This design comes from an exercise in tuning for small area, a short achievable clock period and few clock cycles per item on the open sky130 flow, not from production work. Only simulation tests tie the RTL to the original design; equivalence was not proved. Power is estimated from default activity; no workload was simulated.

--- design/flow/constraint.sdc ---
create_clock -name core_clock -period 7.0 [get_ports {clk}]
set_input_delay 1.4000 -clock core_clock [delete_from_list [all_inputs] [get_ports {clk}]]
set_output_delay 1.4000 -clock core_clock [all_outputs]
set_load 0.01 [all_outputs]
--- design/flow/design.v ---
`timescale 1ns / 1ps
`default_nettype none
package ptle_pkg;
	typedef enum logic [2:0] {
		OP_FIND   = 3'd0,
		OP_ADD    = 3'd1,
		OP_REMOVE = 3'd2,
		OP_TOUCH  = 3'd3,
		OP_UNLINK = 3'd4,
		OP_EVICT  = 3'd5
	} op_t;
	localparam logic [1:0] ST_OK      = 2'd0;
	localparam logic [1:0] ST_MISS    = 2'd1;
	localparam logic [1:0] ST_EMPTY   = 2'd2;
	localparam logic [1:0] ST_PINNED  = 2'd3;
	localparam int FILE_W = 8;
	localparam int PAGE_W = 16;
	localparam int MASK_W = 16;
endpackage
`default_nettype wire
`timescale 1ns / 1ps
`default_nettype none
module ptle_cell (
	input  wire                            clk,
	input  wire                            arst_n,
	input  wire [ptle_pkg::FILE_W-1:0]     file_id,
	input  wire [ptle_pkg::PAGE_W-1:0]     page_number,
	input  wire                            wr_key,
	input  wire                            clr_valid,
	output logic                           match,
	output logic                           valid,
	output logic [ptle_pkg::FILE_W-1:0]    kfile,
	output logic [ptle_pkg::PAGE_W-1:0]    kpage
);
	logic valid_q;
	logic [ptle_pkg::FILE_W-1:0] file_q;
	logic [ptle_pkg::PAGE_W-1:0] page_q;
	always_ff @(posedge clk or negedge arst_n) begin
		if (!arst_n) valid_q <= 1'b0;
		else if (wr_key) valid_q <= 1'b1;
		else if (clr_valid) valid_q <= 1'b0;
	end
	always_ff @(posedge clk) begin
		if (wr_key) begin
			file_q <= file_id;
			page_q <= page_number;
		end
	end
	assign match = valid_q && file_q == file_id && page_q == page_number;
	assign valid = valid_q;
	assign kfile = file_q;
	assign kpage = page_q;
endmodule
`default_nettype wire
`timescale 1ns / 1ps
`default_nettype none
module page_table_lru_evictor_top (
	input  wire         clk,
	input  wire         arst_n,
	input  wire         in_valid,
	output logic        in_ready,
	input  wire  [2:0]  opcode,
	input  wire  [7:0]  file_id,
	input  wire  [15:0] page_number,
	input  wire  [3:0]  frame,
	input  wire  [15:0] pinned_mask,
	input  wire  [15:0] dirty_mask,
	output logic        out_valid,
	input  wire         out_ready,
	output logic [1:0]  status,
	output logic [3:0]  frame_out,
	output logic [7:0]  victim_file_id,
	output logic [15:0] victim_page_number,
	output logic        needs_writeback
);
	localparam int N = 16;
	logic accept;
	assign in_ready = !out_valid || out_ready;
	assign accept = in_valid && in_ready;
	logic is_find, is_add, is_remove, is_touch, is_unlink, is_evict;
	assign is_find   = opcode == ptle_pkg::OP_FIND;
	assign is_add    = opcode == ptle_pkg::OP_ADD;
	assign is_remove = opcode == ptle_pkg::OP_REMOVE;
	assign is_touch  = opcode == ptle_pkg::OP_TOUCH;
	assign is_unlink = opcode == ptle_pkg::OP_UNLINK;
	assign is_evict  = opcode == ptle_pkg::OP_EVICT;
	logic [N-1:0] fsel;
	assign fsel = N'(1) << frame;
	logic [N-1:0] match, kvalid, wr_key, clr_valid;
	logic [7:0]  kfile [N];
	logic [15:0] kpage [N];
	for (genvar g = 0; g < N; g++) begin : g_cell
		ptle_cell u_cell (
			.clk(clk), .arst_n(arst_n),
			.file_id(file_id), .page_number(page_number),
			.wr_key(wr_key[g]), .clr_valid(clr_valid[g]),
			.match(match[g]), .valid(kvalid[g]), .kfile(kfile[g]), .kpage(kpage[g])
		);
	end
	logic [N-1:0] first;
	logic hit;
	assign first = match & ~(match - 1'b1);
	assign hit = |match;
	logic [3:0] hit_idx;
	always_comb begin
		hit_idx = '0;
		for (int i = 0; i < N; i++)
			if (first[i]) hit_idx = hit_idx | 4'(i);
	end
	logic [N-1:0] on_q;
	logic [N*N-1:0] newer_q, newer;
	always_comb begin
		newer = '0;
		for (int i = 0; i < N; i++)
			for (int j = 0; j < N; j++)
				if (i < j) newer[i*N+j] = newer_q[i*N+j];
				else if (i > j) newer[i*N+j] = !newer_q[j*N+i];
	end
	logic [N-1:0] cand, victim;
	assign cand = on_q & ~pinned_mask;
	always_comb begin
		for (int v = 0; v < N; v++) begin
			victim[v] = cand[v];
			for (int j = 0; j < N; j++)
				if (j != v && cand[j] && !newer[j*N+v]) victim[v] = 1'b0;
		end
	end
	logic listed, found;
	assign listed = |on_q;
	assign found = |cand;
	logic [3:0]  vidx;
	logic [7:0]  vfile;
	logic [15:0] vpage;
	logic        vdirty;
	always_comb begin
		vidx = '0; vfile = '0; vpage = '0;
		for (int i = 0; i < N; i++) begin
			if (victim[i]) vidx = vidx | 4'(i);
			if (victim[i] && kvalid[i]) begin
				vfile = vfile | kfile[i];
				vpage = vpage | kpage[i];
			end
		end
	end
	assign vdirty = |(victim & dirty_mask);
	logic ev_ok;
	assign ev_ok = is_evict && found;
	assign wr_key = accept && is_add ? fsel : '0;
	assign clr_valid = accept && is_remove ? first : accept && ev_ok ? victim : '0;
	logic touch;
	assign touch = accept && is_touch;
	always_ff @(posedge clk or negedge arst_n) begin
		if (!arst_n) on_q <= '0;
		else if (accept) begin
			if (is_touch) on_q <= on_q | fsel;
			else if (is_unlink) on_q <= on_q & ~fsel;
			else if (ev_ok) on_q <= on_q & ~victim;
		end
	end
	for (genvar i = 0; i < N; i++) begin : g_row
		for (genvar j = i + 1; j < N; j++) begin : g_col
			always_ff @(posedge clk)
				if (touch && (fsel[i] || fsel[j])) newer_q[i*N+j] <= fsel[i];
		end
	end
	always_ff @(posedge clk or negedge arst_n) begin
		if (!arst_n) out_valid <= 1'b0;
		else out_valid <= accept || (out_valid && !out_ready);
	end
	always_ff @(posedge clk) begin
		if (accept) begin
			status <= ptle_pkg::ST_OK;
			frame_out <= '0;
			victim_file_id <= '0;
			victim_page_number <= '0;
			needs_writeback <= 1'b0;
			if (is_find || is_remove) begin
				if (!hit) status <= ptle_pkg::ST_MISS;
				else if (is_find) frame_out <= hit_idx;
			end else if (is_evict) begin
				if (!listed) status <= ptle_pkg::ST_EMPTY;
				else if (!found) status <= ptle_pkg::ST_PINNED;
				else begin
					frame_out <= vidx;
					victim_file_id <= vfile;
					victim_page_number <= vpage;
					needs_writeback <= vdirty;
				end
			end
		end
	end
endmodule
`default_nettype wire
--- design/flow/config.mk ---
export PLATFORM = sky130hd
export DESIGN_NAME = page_table_lru_evictor_top
export DESIGN_NICKNAME = page_table_lru_evictor_top
export VERILOG_FILES = /design/flow/design.v
export SDC_FILE = /design/flow/constraint.sdc
export NUM_CORES = 4
export LEC_CHECK = 0
export CAP_MARGIN = 20
export CORE_MARGIN = 2
export CORE_UTILIZATION = 30
export SLEW_MARGIN = 20
--- design/flow/run.sh ---
#!/bin/bash
# synth_recipe.tcl (not shown) runs the flow's synth.tcl, then flattens the netlist and writes it again
# the make line also repeats each setting of config.mk as NAME=value (left out here)
make -C /OpenROAD-flow-scripts/flow DESIGN_CONFIG=/design/flow/config.mk WORK_HOME=/design/flow/orfs CLKGATE_MAP_FILE= SYNTH_SCRIPT=/design/flow/synth_recipe.tcl finish
==> flow_summary_export.csv, run 1 <==
group,metric,value,unit
run_status,outcome,"timing/DRC/antenna clean",
clocking,cts_tree,"built",
finish,nFillCells,9594,
synthesis,synth_enable_flop_cells,535,
sta,worst_slack,2279,ps
floorplanning,die-area,99520,sq um
pwr,pwr-share-clk,0.415,
clocking,clk_pin_slew,60,ps
sta,worst_pin_slew,1208,ps
synthesis,netlist_area,29100,sq um
sta,slew_viol_final,0,
sta,period_needed,4721,ps
clocking,clock_sinks,568,
sta,fmax,211.8,MHz
floorplanning,coreArea,96420,sq um
clocking,cts.repair.resized,0,
global_routing,antenna_found_initial,12,
pwr,power_leakage,10.36,nW
finish,area_growth,15.95,%
route,dr.pass1.iters,6,
worst_hold_path,hp-class,"register to register",
global_routing,grt_overflow,0,
global_routing,grt_pass1_wl,181000,um
clocking,cts_hold_buf,0,
finish,final_common_cell,"edfxtp_1",
sta,relSlewSlack,0.1869,
clocking,cts_buffers,66,
critical_path,required,7360,ps
pwr,ir_drop,0.1692,mV
pwr,power_frac_seq,0.457,
floorplanning,core.rowCount,114,
floorplanning,die_y,315.5,um
pwr,power_density,259.3,nW/um^2
job,max-cap-violations,0,
clocking,cts_max_level,3,
route,drc,0,
route,drtIter0Drc,4263,
route,viasPerCell,6.120,
place,post_dp_cell_area,31490,sq um
floorplanning,die_w,315.5,um
sta,setup_viol,0,
synthesis,synth_seq_cells,568,
finish,final_area,33750,sq um
route,wirelength,131800,um
synthesis,synthFlopType,"edfxtp_1",
critical_path,worstSetupStartpointType,"input pin",
floorplanning,initial_utilization,0.3018,
synthesis,yosysWarnings,4,
sta,hold_viol,0,
synthesis,syn_nets,2471,
finish,layout_common_cells,"535 x edfxtp_1, 260 x xnor2_1, 133 x nor2_1",
sta,finalCritPeriodShare,0.6744,
place,dp_hpwl,99230,um
global_routing,grt_use_total,0.2595,
clocking,postCtsSetupRepairBufs,0,
critical_path,cp.arrival,5080,ps
route,num_vias,23470,
pwr,power_frac_comb,0.128,
synthesis,ys_types,68,
global_routing,grt_max_degree,37,
pwr,power_switching_share,0.2851,
synthesis,ys_seq_area_frac,0.5804,
global_routing,grt_pass1_vias,21800,
sta,tns,0,ps
place,place_congestion,1.045,
finish,multiInputGateArea,11310,sq um
place,dp_slack,1652,ps
synthesis,avgSynthCellArea,12.11,sq um
synthesis,netlist_instances,2404,
critical_path,critPathCaptureType,"register",
finish,seqCellArea,16890,sq um
finish,drive_gt1_frac,0.1049,
clocking,cts_root_buf,"clkbuf_16",
route,drtAntennaViolNets,0,
clocking,cts_buffer_depth,3,
floorplanning,boundaryPins,100,
synthesis,synthArstFlopShare,0.05810,
pwr,p_switching,2.495,mW
place,port_buffers,99,
route,post_drt_wl_per_cell,34.38,um
sta,rsz0062_at_grt,"false",
finish,fin_nets,2572,
critical_path,worst-path-max-fanout,19,
clocking,clock_latency,650,ps
critical_path,path_class,"input pin to register",
pwr,intPower,6.256,mW
sta,clock_skew,40.50,ps
-- kinds of logic (layout without fill, tap and decap cells) --
kind of cell,count (synthesis),after routing,share of synthesized area
compound gates,499,499,0.1224
xor+xnor,390,390,0.1174
buf+inv,199,351,0.03375
flops,568,568,0.5804
mux,2,2,0.0006879
other cells,0,3,0
simple gates,746,746,0.1455
-- layout make-up --
type / instances / share of cell area
Clock buffer: 80 / 0.05172
Sequential cell: 568 / 0.5005
Clock inverter: 39 / 0.01427
Tap cell: 1276 / 0.04731
Timing Repair Buffer: 188 / 0.04605
Multi-Input combinational cell: 1637 / 0.3350
Inverter: 44 / 0.004894
Antenna cell: 3 / 0.0002225
-- registers in the layout, summed over array words and instances (netlist names) --
register / flops
victim_file_id: 8
newer: 120
needs_writeback: 1
g_cell.u_cell.page_q: 256
frame_out: 4
out_valid: 1
g_cell.u_cell.file_q: 128
g_cell.u_cell.valid_q: 16
status: 2
victim_page_number: 16
on_q: 16
-- path summary, 6_finish.rpt --
check                           cells after the start  slack [ps]                      to       startpoint
worst min register to register                      2         560               out_valid        out_valid
worst min-delay path                                2         560               out_valid        out_valid
worst max-delay path                               10        2280  victim_page_number[12]  pinned_mask[10]
max in group asynchronous                           1        5430               out_valid           arst_n
worst max register to register                      9        2980   victim_page_number[3]          on_q[4]
min in group asynchronous                           1         930                on_q[10]           arst_n
-- routing by layer --
metal | global-route usage | vias up | routed length, um | share of wire
met5 | 0 | - | 165 | 0.0013
met4 | 0.1055 | 24 | 6258 | 0.047
met3 | 0.06277 | 311 | 15230 | 0.12
met2 | 0.3730 | 1770 | 54880 | 0.42
met1 | 0.3732 | 11840 | 55310 | 0.42
li1 | - | 9524 | - | -
-- cells in the mapped netlist, drive strengths merged (26+ instances only) --
cell type  count  area (sq um)
xor2         130          1139
inv           44         165.2
dfrtp         33         825.8
o21ai         58         290.3
nand4        129         807.0
o22ai         30         187.7
a22o          74         648.1
nor4          79         494.2
a21oi         94         470.5
nor3          46         235.2
nand2         98         367.9
a221oi        75         656.9
xnor2        260          2277
a22oi         65         493.0
a31oi         26         162.7
edfxtp       535         16070
nor2         156         609.3
clkbuf        61         231.5
nand3b        35         262.8
and3          31         193.9
buf           94         585.6
-- worst max-delay path: stages --
cell and delay [ps]:
clkdlybuf4s50_1 670, nor2b_1 600, a2bb2oi_1 140, nand4_1 110, nor3_1 70, buf_4 170
and2_1 470, a22o_1 390, a221oi_1 860, a31oi_1 180
-- power groups by stage --
stage               clock network, mW  logic (mW)  registers [mW]
CTS                              3.65        1.08            3.98
floorplan                           0       0.695            3.91
global placement                    0        1.09            4.06
global route                     3.78        1.18            3.99
finish                           3.64        1.12            4.00
detailed placement                  0        1.08            4.05
-- through the flow --
step                        util  std cells  hold WS [ps]  power [mW]
after global routing      0.3499       3832         621.6       8.942
after global placement    0.3265       3712         531.3       5.149
after CTS                 0.3497       3831         565.4       8.718
final                     0.3500       3835         559.1       8.751
after floorplan                -       2404         455.3       4.605
after detailed placement  0.3266       3712         552.9       5.131
Testbench counts, summed over its fixed seeds: cycles 32,008, items 32,000.
==> run 2: changes to the inputs <==
--- a/design/flow/design.v
+++ b/design/flow/design.v
@@ -74,25 +74,43 @@
 	output logic        needs_writeback
 );
 	localparam int N = 16;
-	logic accept;
-	assign in_ready = !out_valid || out_ready;
-	assign accept = in_valid && in_ready;
+	localparam int RW = 31;
+	logic        s1_v;
+	logic [2:0]  op_q;
+	logic [7:0]  fid_q;
+	logic [15:0] pg_q;
+	logic [3:0]  fr_q;
+	logic [15:0] pin_q, dirty_q;
+	logic        ready_q;    
+	logic        exec;       
+	assign in_ready = ready_q;
+	assign exec = s1_v && ready_q;
+	always_ff @(posedge clk) begin
+		if (ready_q) begin
+			op_q    <= opcode;
+			fid_q   <= file_id;
+			pg_q    <= page_number;
+			fr_q    <= frame;
+			pin_q   <= pinned_mask;
+			dirty_q <= dirty_mask;
+		end
+	end
 	logic is_find, is_add, is_remove, is_touch, is_unlink, is_evict;
-	assign is_find   = opcode == ptle_pkg::OP_FIND;
-	assign is_add    = opcode == ptle_pkg::OP_ADD;
-	assign is_remove = opcode == ptle_pkg::OP_REMOVE;
-	assign is_touch  = opcode == ptle_pkg::OP_TOUCH;
-	assign is_unlink = opcode == ptle_pkg::OP_UNLINK;
-	assign is_evict  = opcode == ptle_pkg::OP_EVICT;
+	assign is_find   = op_q == ptle_pkg::OP_FIND;
+	assign is_add    = op_q == ptle_pkg::OP_ADD;
+	assign is_remove = op_q == ptle_pkg::OP_REMOVE;
+	assign is_touch  = op_q == ptle_pkg::OP_TOUCH;
+	assign is_unlink = op_q == ptle_pkg::OP_UNLINK;
+	assign is_evict  = op_q == ptle_pkg::OP_EVICT;
 	logic [N-1:0] fsel;
-	assign fsel = N'(1) << frame;
+	assign fsel = N'(1) << fr_q;
 	logic [N-1:0] match, kvalid, wr_key, clr_valid;
 	logic [7:0]  kfile [N];
 	logic [15:0] kpage [N];
 	for (genvar g = 0; g < N; g++) begin : g_cell
 		ptle_cell u_cell (
 			.clk(clk), .arst_n(arst_n),
-			.file_id(file_id), .page_number(page_number),
+			.file_id(fid_q), .page_number(pg_q),
 			.wr_key(wr_key[g]), .clr_valid(clr_valid[g]),
 			.match(match[g]), .valid(kvalid[g]), .kfile(kfile[g]), .kpage(kpage[g])
 		);
@@ -117,7 +135,7 @@
 				else if (i > j) newer[i*N+j] = !newer_q[j*N+i];
 	end
 	logic [N-1:0] cand, victim;
-	assign cand = on_q & ~pinned_mask;
+	assign cand = on_q & ~pin_q;
 	always_comb begin
 		for (int v = 0; v < N; v++) begin
 			victim[v] = cand[v];
@@ -142,16 +160,16 @@
 			end
 		end
 	end
-	assign vdirty = |(victim & dirty_mask);
+	assign vdirty = |(victim & dirty_q);
 	logic ev_ok;
 	assign ev_ok = is_evict && found;
-	assign wr_key = accept && is_add ? fsel : '0;
-	assign clr_valid = accept && is_remove ? first : accept && ev_ok ? victim : '0;
+	assign wr_key = exec && is_add ? fsel : '0;
+	assign clr_valid = exec && is_remove ? first : exec && ev_ok ? victim : '0;
 	logic touch;
-	assign touch = accept && is_touch;
+	assign touch = exec && is_touch;
 	always_ff @(posedge clk or negedge arst_n) begin
 		if (!arst_n) on_q <= '0;
-		else if (accept) begin
+		else if (exec) begin
 			if (is_touch) on_q <= on_q | fsel;
 			else if (is_unlink) on_q <= on_q & ~fsel;
 			else if (ev_ok) on_q <= on_q & ~victim;
@@ -163,31 +181,67 @@
 				if (touch && (fsel[i] || fsel[j])) newer_q[i*N+j] <= fsel[i];
 		end
 	end
+	logic [1:0]  r_st;
+	logic [3:0]  r_fr;
+	logic [7:0]  r_vf;
+	logic [15:0] r_vp;
+	logic        r_wb;
+	always_comb begin
+		r_st = ptle_pkg::ST_OK;
+		r_fr = '0;
+		r_vf = '0;
+		r_vp = '0;
+		r_wb = 1'b0;
+		if (is_find || is_remove) begin
+			if (!hit) r_st = ptle_pkg::ST_MISS;
+			else if (is_find) r_fr = hit_idx;
+		end else if (is_evict) begin
+			if (!listed) r_st = ptle_pkg::ST_EMPTY;
+			else if (!found) r_st = ptle_pkg::ST_PINNED;
+			else begin
+				r_fr = vidx;
+				r_vf = vfile;
+				r_vp = vpage;
+				r_wb = vdirty;
+			end
+		end
+	end
+	logic skid_v;
+	logic [RW-1:0] skid_q, res;
+	assign res = {r_st, r_fr, r_vf, r_vp, r_wb};
+	logic pop;
+	assign pop = out_valid && out_ready;
+	logic s1_v_n, out_valid_n, skid_v_n;
+	always_comb begin
+		s1_v_n = ready_q ? in_valid : s1_v;
+		out_valid_n = out_valid;
+		skid_v_n = skid_v;
+		if (pop) begin
+			out_valid_n = skid_v || exec;
+			skid_v_n = 1'b0;
+		end else if (exec) begin
+			if (out_valid) skid_v_n = 1'b1;
+			else out_valid_n = 1'b1;
+		end
+	end
 	always_ff @(posedge clk or negedge arst_n) begin
-		if (!arst_n) out_valid <= 1'b0;
-		else out_valid <= accept || (out_valid && !out_ready);
+		if (!arst_n) begin
+			s1_v      <= 1'b0;
+			ready_q   <= 1'b1;
+			out_valid <= 1'b0;
+			skid_v    <= 1'b0;
+		end else begin
+			s1_v      <= s1_v_n;
+			ready_q   <= !s1_v_n || !(out_valid_n && skid_v_n);
+			out_valid <= out_valid_n;
+			skid_v    <= skid_v_n;
+		end
 	end
 	always_ff @(posedge clk) begin
-		if (accept) begin
-			status <= ptle_pkg::ST_OK;
-			frame_out <= '0;
-			victim_file_id <= '0;
-			victim_page_number <= '0;
-			needs_writeback <= 1'b0;
-			if (is_find || is_remove) begin
-				if (!hit) status <= ptle_pkg::ST_MISS;
-				else if (is_find) frame_out <= hit_idx;
-			end else if (is_evict) begin
-				if (!listed) status <= ptle_pkg::ST_EMPTY;
-				else if (!found) status <= ptle_pkg::ST_PINNED;
-				else begin
-					frame_out <= vidx;
-					victim_file_id <= vfile;
-					victim_page_number <= vpage;
-					needs_writeback <= vdirty;
-				end
-			end
-		end
+		if (!out_valid || out_ready)
+			{status, frame_out, victim_file_id, victim_page_number, needs_writeback} <=
+				skid_v ? skid_q : res;
+		if (!skid_v && out_valid && !out_ready) skid_q <= res;
 	end
 endmodule
 `default_nettype wire
==> run 2 against run 1 <==
- still clean on timing, DRC and antenna
- worst setup slack got worse by 45 ps
- synthesized area rose by 14%
- count of clock-buffer cells in the layout rose by 13
- final area rose by 13%
- combinational power rose to 2.8 times the previous value
- utilization fell by 0.063 points
- die area rose by 13%
- final cell count rose by 7.7%
- register-to-register slack got worse by 750 ps
- clock skew fell by 11 ps
- largest power group unchanged
- highest routed layer unchanged
==> flow_summary_export.csv, run 2 <==
group,metric,value,unit
run_status,outcome,"timing/DRC/antenna clean",
sta,period_needed,4766,ps
place,port_buffers,99,
floorplanning,die_w,336.1,um
critical_path,required,7380,ps
worst_hold_path,hp-class,"register to register",
sta,relSlewSlack,0.2078,
synthesis,synth.area.top_cells,"edfxtp_1 57%, xor2_1 5.4%, xnor2_1 4.8%",
finish,area_growth,15.28,%
sta,hold_ws,539.6,ps
global_routing,grt_max_degree,52,
clocking,clock_sinks,665,
finish,fin_nets,2658,
route,wirelength,143200,um
sta,setup_viol,0,
floorplanning,initial_utilization,0.3030,
synthesis,ys_types,78,
global_routing,grt_pass1_wl,195100,um
synthesis,synth_common_cells,"629 x edfxtp_1, 204 x xor2_1, 182 x xnor2_1, 131 x nor2_1",
global_routing,grt_pass1_vias,23040,
global_routing,grt_overflow,0,
clocking,cts_root_buf,"clkbuf_16",
sta,finalCritPeriodShare,0.6808,
critical_path,cp.arrival,5150,ps
route,num_vias,24380,
clocking,clk_pin_slew,60,ps
synthesis,synthArstFlopShare,0.05414,
finish,largest_register_ffs,256,
synthesis,synth_seq_cells,665,
pwr,ir_drop,0.1680,mV
pwr,finalPower,13.08,mW
finish,final_common_cell,"edfxtp_1",
synthesis,netlist_area,33080,sq um
floorplanning,boundaryPins,100,
clocking,cts_buffers,76,
synthesis,synthFlopType,"edfxtp_1",
sta,tns,0,ps
place,dp_hpwl,103200,um
place,place_congestion,1.010,
clocking,cts_tree,"built",
sta,rsz0062_at_grt,"false",
synthesis,synth_top_area_frac,0.5710,
route,dr.pass1.iters,8,
synthesis,ys_seq_area_frac,0.5983,
synthesis,synth_enable_flop_cells,629,
critical_path,worst-path-max-fanout,24,
synthesis,yosysWarnings,4,
synthesis,netlist_instances,2506,
critical_path,worstSetupStartpointType,"register",
sta,fmax,209.8,MHz
sta,hold_viol,0,
finish,regMostFlops,"g_cell.u_cell.page_q",
route,viasPerCell,5.901,
floorplanning,coreArea,109200,sq um
synthesis,syn_nets,2573,
critical_path,critPathCaptureType,"register",
global_routing,grt_use_total,0.2489,
sta,clock_skew,29.39,ps
clocking,cts_hold_buf,0,
floorplanning,die-area,112900,sq um
finish,final_area,38140,sq um
finish,layout_common_cells,"629 x edfxtp_1, 204 x xor2_1, 182 x xnor2_1",
clocking,cts_max_level,3,
route,drtAntennaViolNets,0,
route,drtIter0Drc,4092,
sta,worst_pin_slew,1185,ps
clocking,cts.repair.resized,0,
synthesis,avgSynthCellArea,13.20,sq um
synthesis,yosys.cell_count.top_type,"edfxtp_1",
pwr,power_density,342.9,nW/um^2
clocking,clock_latency,660,ps
synthesis,yosysTopAreaCell,"edfxtp_1",
route,drc,0,
floorplanning,die_y,336.1,um
clocking,postCtsSetupRepairBufs,0,
sta,slew_viol_final,0,
critical_path,path_class,"register to register",
route,post_drt_wl_per_cell,34.67,um
floorplanning,core.rowCount,121,
finish,drive_gt1_frac,0.1293,
place,post_dp_cell_area,35540,sq um
global_routing,antenna_found_initial,6,
pwr,power_leakage,12.17,nW
job,max-cap-violations,0,
clocking,cts_buffer_depth,3,
[run 2: layout make-up]
class                      instances  area (sq um)
antenna                            2         5.005
tap                             1476          1847
fill                           10580         71020
sequential                       665         19800
clock buffer                      93          2018
inverter                          32         120.1
timing repair buffer             181          1634
clock inverter                    47         568.0
multi-input combinational       1635         12150
[run 2: power by group]
group          switching [mW]  internal [mW]  leakage [nW]
clock network            1.77           2.45          1.25
logic                    2.09           1.07          4.62
registers               0.787           4.92          6.29
total                    4.64           8.43          12.2
[run 2: metal layers]
metal	routed length, um	up-vias	global-route usage	part of all wire
met5	27	-	0	0.00019
met4	5302	4	0.08673	0.037
met3	17030	261	0.06349	0.12
met2	60070	1757	0.3591	0.42
met1	60770	12500	0.3596	0.42
li1	-	9853	-	-
[run 2: stage by stage]
step	std cells	util	worst slack [ps]
floorplan	2506	-	3015
global placement	3987	0.3251	1970
detailed placement	3989	0.3256	2515
CTS	4129	0.3493	2492
global route	4129	0.3493	2363
finish	4131	0.3494	2234
[run 2: final timing paths]
check | from | endpoint | slack, ps | depth (start not counted)
min in group asynchronous | arst_n | on_q[12] | 870 | 2
hold reg to reg | skid_q[5] | victim_page_number[4] | 540 | 1
hold / removal | skid_q[5] | victim_page_number[4] | 540 | 1
setup reg to reg | on_q[15] | victim_page_number[14] | 2230 | 8
max in group asynchronous | arst_n | g_cell[5].u_cell.valid_q | 5660 | 2
setup / recovery | on_q[15] | victim_page_number[14] | 2230 | 8
[run 2: critical path, stage by stage, from the launching register on]
cell and delay (ps):
dfrtp_1 950, and2b_1 530, a2111oi_0 210, and4_4 280, and2_2 510, a2111oi_1 1180, and3_1 300, a31oi_1 150
mux2_1 350
[run 2: cell families (layout without fill, tap and decap cells)]
| group | after synthesis | count (layout) | share of synthesized area |
|---|---|---|---|
| flip-flops | 665 | 665 | 0.5983 |
| AND/OR/NAND/NOR | 789 | 789 | 0.1499 |
| multiplexers | 29 | 29 | 0.009796 |
| AO/OA/AOI/OAI | 431 | 431 | 0.1021 |
| buffers and inverters | 206 | 353 | 0.03771 |
| XOR/XNOR | 386 | 386 | 0.1022 |
| other | 0 | 2 | 0 |
Testbench counts of run 2, summed over its fixed seeds: cycles 32,016, items 32,000.
==> run 3: changes to the inputs <==
--- a/design/flow/config.mk
+++ b/design/flow/config.mk
@@ -8,4 +8,5 @@
 export CAP_MARGIN = 20
 export CORE_MARGIN = 2
 export CORE_UTILIZATION = 30
+export SETUP_SLACK_MARGIN = 4.0
 export SLEW_MARGIN = 20
==> run 3 against run 2 <==
- combinational power grew 59%
- count of clock-buffer cells in the layout is the same
- die area is the same
- total power grew 9.9%
- sequential cell count is the same
- clock skew grew 6.9 ps
- synthesized cell count is the same
- largest cell class unchanged
- largest power group unchanged
==> flow_summary_export.csv, run 3 <==
group,metric,value,unit
route,drtIter0Drc,5331,
critical_path,worst-path-max-fanout,32,
synthesis,synth.area.top_cells,"edfxtp_1 57%, xor2_1 5.4%, xnor2_1 4.8%",
finish,utilization,0.4065,
clocking,cts_root_buf,"clkbuf_16",
synthesis,ys_seq_area_frac,0.5983,
synthesis,synthArstFlopShare,0.05414,
route,num_vias,27000,
critical_path,critPathCaptureType,"register",
clocking,cts_hold_buf,0,
synthesis,yosysWarnings,4,
clocking,clk_pin_slew,60,ps
sta,clock_skew,36.30,ps
critical_path,required,7400,ps
sta,fmax,312.2,MHz
synthesis,ys_types,78,
finish,final_cells,4450,
place,dp_hpwl,101400,um
worst_hold_path,hp-class,"register to register",
sta,finalCritPeriodShare,0.4576,
global_routing,grt_overflow,0,
floorplanning,initial_utilization,0.3030,
synthesis,yosysTopAreaCell,"edfxtp_1",
critical_path,cp.arrival,3600,ps
job,max-cap-violations,0,
global_routing,grt_use_total,0.2711,
place,place_congestion,1.016,
sta,slew_viol_final,0,
synthesis,synth_seq_cells,665,
finish,seqCellArea,19830,sq um
floorplanning,boundaryPins,100,
floorplanning,coreArea,109200,sq um
synthesis,yosys.cell_count.top_type,"edfxtp_1",
clocking,cts_tree,"built",
route,dr.pass1.iters,6,
finish,largest_register_ffs,256,
synthesis,synth_top_area_frac,0.5710,
clocking,cts_max_level,3,
finish,multiInputGateArea,14920,sq um
synthesis,synth_common_cells,"629 x edfxtp_1, 204 x xor2_1, 182 x xnor2_1, 131 x nor2_1",
critical_path,path_class,"register to register",
place,placed_cells,3992,
critical_path,worstSetupStartpointType,"register",
floorplanning,core.rowCount,121,
finish,nFillCells,10040,
global_routing,grt_pass1_vias,24690,
synthesis,avgSynthCellArea,13.20,sq um
floorplanning,die_w,336.1,um
finish,drive_gt1_frac,0.3216,
sta,hold_viol,0,
global_routing,grt_pass1_wl,210900,um
sta,worst_slack,3797,ps
finish,area_growth,34.14,%
finish,regMostFlops,"g_cell.u_cell.page_q",
sta,period_needed,3203,ps
route,wirelength,159700,um
route,drc,0,
synthesis,syn_nets,2573,
route,post_drt_wl_per_cell,35.90,um
finish,layout_common_cells,"629 x edfxtp_1, 249 x buf_4, 196 x xor2_1",
route,drtAntennaViolNets,0,
global_routing,grt_max_degree,42,
pwr,power_density,323.9,nW/um^2
clocking,clock_sinks,665,
sta,relSlewSlack,0.2477,
place,dp_slack,2341,ps
clocking,cts_buffers,74,
pwr,finalPower,14.37,mW
synthesis,netlist_instances,2506,
place,port_buffers,99,
synthesis,synth_enable_flop_cells,629,
global_routing,antenna_found_initial,3,
run_status,outcome,"timing/DRC/antenna clean",
pwr,ir_drop,0.1829,mV
floorplanning,die-area,112900,sq um
finish,fin_nets,2980,
pwr,power_leakage,14.95,nW
sta,rsz0062_at_grt,"true",
floorplanning,die_y,336.1,um
clocking,cts_buffer_depth,3,
sta,setup_viol,0,
finish,final_common_cell,"edfxtp_1",
route,viasPerCell,6.067,
sta,tns,0,ps
sta,worst_pin_slew,1126,ps
synthesis,synthFlopType,"edfxtp_1",
synthesis,netlist_area,33080,sq um
clocking,clock_latency,670,ps
[run 3: cell types whose count changed in the layout (fill, tap and decap cells not counted), moves of 19 or more]
cell / before / now
buf_4: 80 / 249
a221oi_1: 32 / 3
buf_12: 1 / 53
nor4_1: 69 / 38
o2111ai_1: 39 / 9
and3_1: 74 / 45
or3b_4: 0 / 26
clkdlybuf4s50_1: 98 / 79
buf_6: 0 / 60
a221oi_4: 0 / 19
and3_4: 0 / 24
and2_4: 3 / 26
o2111ai_4: 0 / 22
[run 3: worst paths after layout]
kind,start,to,slack [ps],depth (start not counted)
worst max-delay path,pg_q[1],skid_q[25],3800,9
worst min-delay path,skid_q[0],needs_writeback,540,2
worst max register to register,pg_q[1],skid_q[25],3800,9
worst min register to register,skid_q[0],needs_writeback,540,2
max in group asynchronous,arst_n,on_q[2],5710,1
min in group asynchronous,arst_n,on_q[9],740,1
[run 3: metrics by stage]
step | hold slack (ps) | cell area, sq um
5_1_grt | 566.7 | 44370
3_3_place_gp | 515.8 | 35530
3_5_place_dp | 520.0 | 35570
6_report | 537.7 | 44370
4_1_cts | 532.5 | 42340
2_1_floorplan | 487.0 | 33130
[run 3: area by class of cell]
type,count,share of cell area
Sequential cell,665,0.4468
Multi-Input combinational cell,1648,0.3363
Inverter,32,0.002707
Tap cell,1476,0.04162
Antenna cell,1,0.00005639
Timing Repair Buffer,492,0.1186
Clock buffer,93,0.04472
Clock inverter,43,0.009220
[run 3: metal layers]
metal | GRT usage | vias up | wire length, um
met3 | 0.09406 | 527 | 24030
met5 | 0.0008511 | - | 45
li1 | - | 10530 | -
met1 | 0.3681 | 13560 | 60240
met2 | 0.3843 | 2387 | 65010
met4 | 0.1287 | 4 | 10420
[run 3: timing repair]
action	CTS	global route
setup buffers	208	80
pin swaps	105	117
resized for setup	453	207
setup endpoints to repair	327	93
cloned	23	10
[run 3: cells by family (layout without fill, tap and decap cells)]
logic type,Yosys count,count (layout),share of synthesized area
compound gates,431,431,0.1021
mux,29,29,0.009796
other cells,0,1,0
flops,665,665,0.5983
xor+xnor,386,386,0.1022
simple gates,789,802,0.1499
buf+inv,206,660,0.03771
[run 3: critical path, cell delays in order (launching register included)]
cell and delay, ps:
edfxtp_1 370, clkbuf_8 250, xnor2_1 460, nand4_1 340, nor4_4 380, nand4_1 290, nand3b_1 220, nor2_2 70
a2111oi_4 430, o21ai_1 130
[run 3: report_power, final]
group	internal [mW]	switching [mW]
clock	2.22	1.77
combinational	1.98	3.04
sequential	4.93	0.431

==> static timing again, ports no longer ideal <==
In the flow no input, the clock included, has a driving cell. The finished layouts below were timed again as built, in two steps. Step 1 (the two cells are an assumption about what drives the block):
set clk [get_ports {clk}]
set_driving_cell -lib_cell sky130_fd_sc_hd__clkbuf_16 $clk
set_driving_cell -lib_cell sky130_fd_sc_hd__buf_2 [delete_from_list [all_inputs] $clk]
Step 2, shift: input delay + t, output delay - t, t = (earliest + latest rising clock arrival at the registers) / 2. This alone moves slack from input paths to output paths. a / b / c = ideal / step 1 / step 2; a / b = the first two.
run	t (ns)	setup WS [ns]	worst data-port slew with drivers (ns)	cell pins on the clock port's net
run 1	0.699	2.279 / 2.323 / 1.625	0.06	1
run 2	0.714	2.234 / 2.234 / 2.234	0.10	1
run 3	0.731	3.797 / 3.797 / 3.543	0.06	1
After both steps every run listed still meets setup and hold. The setup slack of run 1, which loses most, moves by +0.044 ns with the drivers and by -0.654 ns with both steps.
